What follows belongs to an exercise in optimizing a design on an open flow for small area and a short achievable clock period; a production flow would make more cautious choices. The RTL was checked by simulation tests, not by an equivalence proof against the original design. Power figures rest on the tool's default switching activity, not on a simulated workload.

**flow/config.mk**
```make
export PLATFORM = sky130hd
export DESIGN_NAME = dgt_raddr_scheduler
export DESIGN_NICKNAME = dgt_raddr_scheduler
export VERILOG_FILES = /design/flow/design.v
export SDC_FILE = /design/flow/constraint.sdc
export NUM_CORES = 4
export LEC_CHECK = 0
export CAP_MARGIN = 20
export CORE_MARGIN = 2
export CORE_UTILIZATION = 40
export SETUP_SLACK_MARGIN = 0.3
export SLEW_MARGIN = 20
```
**flow/constraint.sdc**
```tcl
create_clock -name core_clock -period 10.0 [get_ports {clk_i}]
set_input_delay 2.0000 -clock core_clock [delete_from_list [all_inputs] [get_ports {clk_i}]]
set_output_delay 2.0000 -clock core_clock [all_outputs]
set_load 0.01 [all_outputs]
```
**flow/design.v**
```verilog
module dgt_raddr_scheduler #(
    parameter int unsigned NUM_REQ     = 256,
    parameter int unsigned PARALLELISM = 4,
    parameter int unsigned NUM_CH      = 2
) (
    input  logic                    clk_i,
    input  logic                    rst_ni,
    input  logic                    en_i,
    input  logic                    flush_i,
    input  logic [NUM_CH-1:0]       req_valid_i,
    output logic [NUM_CH-1:0]       req_ready_o,
    input  logic [NUM_CH*NUM_REQ-1:0] req_i,
    input  logic [NUM_CH-1:0]       msb_first_i,
    input  logic [NUM_CH-1:0]       dense_mode_i,
    input  logic [$clog2(NUM_REQ/PARALLELISM)-1:0]     addr_lower_bound_i,
    input  logic [$clog2(NUM_REQ/PARALLELISM)-1:0]     addr_upper_bound_i,
    output logic                    idx_valid_o,
    input  logic                    idx_ready_i,
    output logic [$clog2(NUM_REQ/PARALLELISM)-1:0]     idx_o,
    output logic [((NUM_CH>1)?$clog2(NUM_CH):1)-1:0]     ch_o,
    output logic [PARALLELISM-1:0]  lane_mask_o,
    output logic [NUM_REQ/PARALLELISM-1:0]    grant_block_one_hot_o,
    output logic                    last_o,
    output logic                    empty_o
);
    localparam int unsigned NUM_BLK    = NUM_REQ / PARALLELISM;
    localparam int unsigned ADDR_WIDTH = $clog2(NUM_BLK);
    localparam int unsigned CH_WIDTH   = (NUM_CH > 1) ? $clog2(NUM_CH) : 1;
    logic [NUM_CH-1:0][NUM_BLK-1:0] pend_q;
    logic [NUM_CH-1:0][NUM_BLK-1:0] pend_d;
    logic [NUM_CH-1:0][NUM_REQ-1:0] lane_q;
    logic [NUM_CH-1:0][NUM_REQ-1:0] lane_d;
    logic [NUM_CH-1:0]     order_q, order_d;
    logic [NUM_CH-1:0]     loaded_q, loaded_d;
    logic [CH_WIDTH-1:0]   rr_q, rr_d;
    logic [CH_WIDTH-1:0]   lock_ch_q, lock_ch_d;
    logic                  lock_q, lock_d;
    logic                  sel_any;
    logic                  sel_last;
    logic                  found;
    logic                  hs;
    logic [CH_WIDTH-1:0]   sel_ch;
    logic [CH_WIDTH-1:0]   cand;
    logic [ADDR_WIDTH-1:0] sel_idx;
    logic [ADDR_WIDTH-1:0] blk;
    logic [NUM_BLK-1:0]    sel_pend;
    logic [NUM_REQ-1:0]    sel_lanes;
    logic [PARALLELISM-1:0] lane_sel;
    always_comb begin : select
        sel_any   = 1'b0;
        sel_ch    = '0;
        cand      = '0;
        found     = 1'b0;
        sel_idx   = '0;
        blk       = '0;
        lane_sel  = '0;
        if (lock_q) begin
            sel_any = 1'b1;
            sel_ch  = lock_ch_q;
        end else begin
            for (int unsigned i = 0; i < NUM_CH; i++) begin
                cand = CH_WIDTH'((32'(rr_q) + i) % NUM_CH);
                if (!sel_any && loaded_q[cand]) begin
                    sel_any = 1'b1;
                    sel_ch  = cand;
                end
            end
        end
        sel_pend  = pend_q[sel_ch];
        sel_lanes = lane_q[sel_ch];
        for (int unsigned b = 0; b < NUM_BLK; b++) begin
            blk = order_q[sel_ch] ? ADDR_WIDTH'(NUM_BLK - 1 - b) : ADDR_WIDTH'(b);
            if (!found && sel_pend[blk]) begin
                found   = 1'b1;
                sel_idx = blk;
            end
        end
        for (int unsigned b = 0; b < NUM_BLK; b++) begin
            if (ADDR_WIDTH'(b) == sel_idx) lane_sel = sel_lanes[b*PARALLELISM +: PARALLELISM];
        end
        sel_last = sel_any && ((sel_pend & (sel_pend - NUM_BLK'(1))) == '0);
    end
    assign hs = en_i & sel_any & idx_ready_i;
    always_comb begin : next_state
        pend_d    = pend_q;
        lane_d    = lane_q;
        order_d   = order_q;
        loaded_d  = loaded_q;
        rr_d      = rr_q;
        lock_ch_d = lock_ch_q;
        lock_d    = lock_q;
        if (flush_i) begin
            for (int unsigned c = 0; c < NUM_CH; c++) begin
                pend_d[c] = '0;
                lane_d[c] = '0;
            end
            order_d   = '0;
            loaded_d  = '0;
            rr_d      = '0;
            lock_ch_d = '0;
            lock_d    = 1'b0;
        end else if (en_i) begin
            if (hs) begin
                pend_d[sel_ch][sel_idx] = 1'b0;
                if (sel_last) loaded_d[sel_ch] = 1'b0;
                rr_d   = CH_WIDTH'((32'(sel_ch) + 32'd1) % NUM_CH);
                lock_d = 1'b0;
            end else if (sel_any) begin
                lock_d    = 1'b1;
                lock_ch_d = sel_ch;
            end
            for (int unsigned c = 0; c < NUM_CH; c++) begin
                if (req_valid_i[c] && !loaded_q[c]) begin
                    for (int unsigned b = 0; b < NUM_BLK; b++) begin
                        pend_d[c][b] = (ADDR_WIDTH'(b) >= addr_lower_bound_i)
                                    && (ADDR_WIDTH'(b) <= addr_upper_bound_i)
                                    && (dense_mode_i[c]
                                        || (|req_i[c*NUM_REQ + b*PARALLELISM +: PARALLELISM]));
                    end
                    lane_d[c]   = req_i[c*NUM_REQ +: NUM_REQ];
                    order_d[c]  = msb_first_i[c];
                    loaded_d[c] = |pend_d[c];
                end
            end
        end
    end
    always_ff @(posedge clk_i or negedge rst_ni) begin : state_reg
        if (!rst_ni) begin
            for (int unsigned c = 0; c < NUM_CH; c++) begin
                pend_q[c] <= '0;
                lane_q[c] <= '0;
            end
            order_q   <= '0;
            loaded_q  <= '0;
            rr_q      <= '0;
            lock_ch_q <= '0;
            lock_q    <= 1'b0;
        end else begin
            pend_q    <= pend_d;
            lane_q    <= lane_d;
            order_q   <= order_d;
            loaded_q  <= loaded_d;
            rr_q      <= rr_d;
            lock_ch_q <= lock_ch_d;
            lock_q    <= lock_d;
        end
    end
    assign req_ready_o           = ~loaded_q;
    assign empty_o               = ~|loaded_q;
    assign idx_valid_o           = en_i & sel_any;
    assign idx_o                 = sel_any ? sel_idx : '0;
    assign ch_o                  = sel_any ? sel_ch : '0;
    assign lane_mask_o           = sel_any ? lane_sel : '0;
    assign last_o                = sel_last;
    assign grant_block_one_hot_o = sel_any ? (NUM_BLK'(1) << sel_idx) : '0;
endmodule
```
**flow/run.sh**
```bash
#!/bin/bash
# synth_recipe.tcl (not shown) runs the flow's synth.tcl, then flattens the netlist and writes it again
# the make line also repeats each setting of config.mk as NAME=value (left out here)
make -C /OpenROAD-flow-scripts/flow DESIGN_CONFIG=/design/flow/config.mk WORK_HOME=/design/flow/orfs CLKGATE_MAP_FILE= SYNTH_SCRIPT=/design/flow/synth_recipe.tcl finish
```
==> results by group <==
GRT
  • Total grt overflow: 0
  • Total Routing Usage GR: 43.6%
  • Largest net degree at the start of global routing: about 180
  • First-pass GRT wire length: between 300000 and 400000 µm
  • Vias in the first global route: between 40000 and 50000
  • Initial antenna violation count: 29

Setup path
  • R2R cell count: 43
  • Worst-path fanout max: 14
  • Critical Path End Type: output port
  • Slowest CP cell: a311oi_4
  • FF-to-FF End: pend_q[71]
  • Crit-path cells: nand2b_4, o21ai_4, buf_12, buf_12, buf_4, mux2_2, a211oi_1, a21oi_1, nor4_1, a211oi_1, a311oi_4, inv_1, ha_2, and3_4, or3_4, o21bai_4, or4_4, or4_4, a31oi_4, o41ai_2, buf_4, a41o_1, o2bb2ai_4, buf_6
  • Worst setup SP type: flop
  • Reg2reg start: lock_q
  • Critical Path RT: roughly 8.0 ns
  • Setup Crit Path Kind: flop to output port
  • Reg2reg setup slack: 1.32 ns
  • CP max stage delay: ~0.61 ns
  • Worst path arrival time: a little under 8 ns

Yosys
  • Asr flop ratio synth: between 90% and 100%
  • Cell area after synthesis: 0.0437 mm²
  • Synthesized Nets: just over 6000
  • Synth cell types: 99
  • Cell taking the most area after synthesis: dfrtp_1
  • Seq/Total Area, Yosys: between 30% and 40%
  • Post-synth EDFFs: 0
  • Most common cell in the synthesized netlist: nand2_1
  • Main synth FF type: dfrtp_1
  • Share of the synthesized area in the top cell type: between 30% and 40%
  • #FFs+latches synth: between 600 and 700
  • Top post-synthesis cells by area: dfrtp_1, nand2_1, a21oi_1
  • Synth top cells by count: nand2_1, dfrtp_1, a21oi_1
  • Synthesis Warnings: 1
  • Mapped Avg Cell Area: roughly 8 µm²
  • Post-Synthesis Cells: 5541

Placement
  • Placed cell count: between 7000 and 8000
  • Placed cell areas: 0.0529 mm²
  • Final GP Congestion: around 1.1
  • Port Buffers: 614
  • Worst slack at placement: -0.173 ns
  • Dpl hpwl: about 190000 µm

Clocking
  • CTS tree: done
  • Clock latency on the worst-skew pair: between 0.6 and 0.7 ns
  • Clock sink count: about 650
  • CTS clock-pin slew for the worst setup and hold paths: roughly 0.060 ns
  • TritonCTS buffer count: between 70 and 80
  • Root Buffer Master: clkbuf_16
  • H-tree depth: 3
  • CTS Buffer Depth: 3
  • Post-CTS Hold Fix Bufs: 0

Finish
  • Final nets: between 6000 and 7000
  • Post-route core utilization: a little over half
  • Design area: approximately 0.057 mm²
  • Fin cells: 7708
  • FF/Latch Area: roughly 0.016 mm²
  • Area of the multi-input gates: 0.0260 mm²
  • Area Growth Syn to Fin: 29.7%
  • Share of layout cells above drive strength 1: about an eighth
  • Fill cells: between 10000 and 15000

Timing
  • Setup_tns: 0 ns
  • RSZ-0062 raised after global routing: yes
  • Finish-stage setup viols: 0
  • FMAX: between 100 and 150 MHz
  • Worst Setup Slack, final: around 0.26 ns
  • Clock skew: 0.0258 ns
  • Rel. slew slack: 15.3%
  • Tightest Pin Transition: ~1.3 ns
  • Max-slew violations: 0
  • Final Hold Vio Count: 0
  • Hold slack: 0.504 ns
  • Minimum clock period: ~10 ns
  • Tcrit/Tclk final: between 90% and 100%

Routing
  • DR vias: just over 50000
  • Via density: ~6.6
  • Routed Antenna Nets: 0
  • Pre-Repair DR Iteration Count: 6
  • Detailed router's first-iteration violation count: between 6000 and 7000
  • Post-route DRC: 0
  • Wire length per cell: 32.7 µm
  • Routed Wire Length: about 250000 µm

Worst hold path
  • HP Class: flop to flop
  • Worst Hold Depth: 1
  • Hold_sp: lane_q[129]
  • Worst Hold End: lane_q[129]

Power and ir drop
  • Final total power: roughly 12 mW
  • Clk pwr share: 24.0%
  • Sw frac: between 40% and 50%
  • Power Dens Cells: a little over 200 mW/mm²
  • Combinational Power Share: about 52%
  • Worst IR Drop VDD: 0.000253 V
  • Part of the power in registers: between 20% and 30%
  • Cell internal pwr: roughly 6.3 mW
  • Net switching power: 5.44 mW
  • Lkg Pwr: between 20 and 25 nW

Floorplanning
  • Die area: between 0.1 and 0.15 mm²
  • Row count: 121
  • Die H: about 330 µm
  • Initial Util: between 40 and 50%
  • Core area: roughly 0.11 mm²
  • Total I/O pin count: between 600 and 700
  • Die W: roughly 330 µm

Status
  • Outcome: complete, no violations

Job
  • Total of max-cap violations: 0
-- state kept, by name (all words and copies together), names as in the netlist --
register   flops
lane_q       512
loaded_q       2
lock_ch_q      1
lock_q         1
order_q        2
pend_q       128
rr_q           1
-- layer usage --
layer / track usage, % / share of wire, %
met2: 67.0 / 44
met1: 52.0 / 36
met5: 0.174 / 0.068
met3: 12.5 / 11
met4: 31.8 / 8.8
-- repair_timing --
| action | 4_1_cts | 5_1_grt |
|---|---|---|
| hold endpoints to repair | 0 | 0 |
| cloned | 3 | 0 |
| gates resized for setup | 108 | 72 |
| endpoints found under the setup margin | 4 | 4 |
| buffers inserted | 26 | 22 |
| pin swaps | 28 | 42 |
-- worst max path at each step --
stage | start | endpoint | slack (ns) | cells after the start
5_1_grt | lock_q | lane_mask_o[2] | 0.24 | 32
3_3_place_gp | lock_q | lane_mask_o[2] | -0.02 | 29
4_1_cts | lock_q | lane_mask_o[2] | 0.29 | 30
3_5_place_dp | lock_q | lane_mask_o[2] | -0.17 | 29
2_1_floorplan | loaded_q[0] | lane_mask_o[2] | 0.59 | 39
6_report | lock_q | lane_mask_o[2] | 0.26 | 24
-- area by class of cell --
cell class                 instances  share of cell area, %
sequential                       647                   28.6
antenna                           14                 0.0619
clock buffer                      95                   3.55
timing repair buffer            1065                   17.6
clock inverter                    33                  0.731
tap                             1414                   3.12
multi-input combinational       4387                   46.0
inverter                          53                  0.369
-- cell families after synthesis --
logic type	after synthesis	share of synthesized area (%)
AND/OR/NAND/NOR	2459	26.2
AO/OA/AOI/OAI	1631	24.6
flip-flops	647	37.1
buffers and inverters	507	5.01
multiplexers	263	6.22
adder cells (fa/ha/maj)	26	0.699
XOR/XNOR	8	0.178
-- cells in the final DEF, fill, tap and decap left out, types with 21 or more instances in the layout --
cell             instances
clkbuf_16               72
nand2b_1                48
nor2_1                 360
a21oi_1                595
dfrtp_1                642
nand4_1                 32
o21ai_0                202
nand2_1               1138
a22o_1                 261
mux2_2                  42
a22oi_1                 39
or4_1                   76
nand3b_1                21
nand3_1                192
buf_4                  408
a31oi_1                 75
and2_1                  41
mux2i_1                207
a311oi_1                31
nor4_1                  67
and3_1                  98
o22ai_1                 46
o211ai_1                48
buf_6                   21
clkdlybuf4s50_1        606
nor3_1                 198
inv_1                   49
a211oi_1                42
nor2b_1                 29
o221ai_1                26
-- power groups by stage --
stage                     registers, mW  clock network (mW)  logic, mW
final                              2.84                2.82       6.07
after global routing               2.85                2.92       6.16
after CTS                          2.83                2.81       5.69
after detailed placement           2.88                   0       5.49
after global placement             2.88                   0       5.51
after floorplan                    2.85                   0       2.57
-- worst max-delay path: cells and delay by family (launching register included) --
family	cells	cell delay (ns)
AO/OA/AOI/OAI	10	2.64
AND/OR/NAND/NOR	6	2.16
buffers and inverters	6	1.14
flip-flops	1	0.42
multiplexers	1	0.38
adder cells (fa/ha/maj)	1	0.29

==> re-timing with driven ports <==
How much do the figures lean on ideal ports? The routed layout below was timed once more, with nothing changed but the port constraints.
Step 1: set_driving_cell puts a clkbuf_16 on clk_i and a buf_2 on each other input, an assumption about the parent block.
Step 2 times the ports against the registers' clock, not the clock port: input delays grow and output delays shrink by t, the midpoint of the rising clock arrivals with the driver on.
Three values: ideal ports, drivers, drivers and shift; two values: the first two.
t, ns: 0.726
setup WS [ns]: 0.263 / 0.189 / 0.915
hold slack, ns: 0.504 / 0.504 / 0.504
worst setup path after step 2: register to output
latest minus earliest clock arrival (ns): 0.032 / 0.032
After both steps setup and hold are still met in this run. The setup slack of this run moves by -0.074 ns with the drivers and by +0.652 ns with both steps.
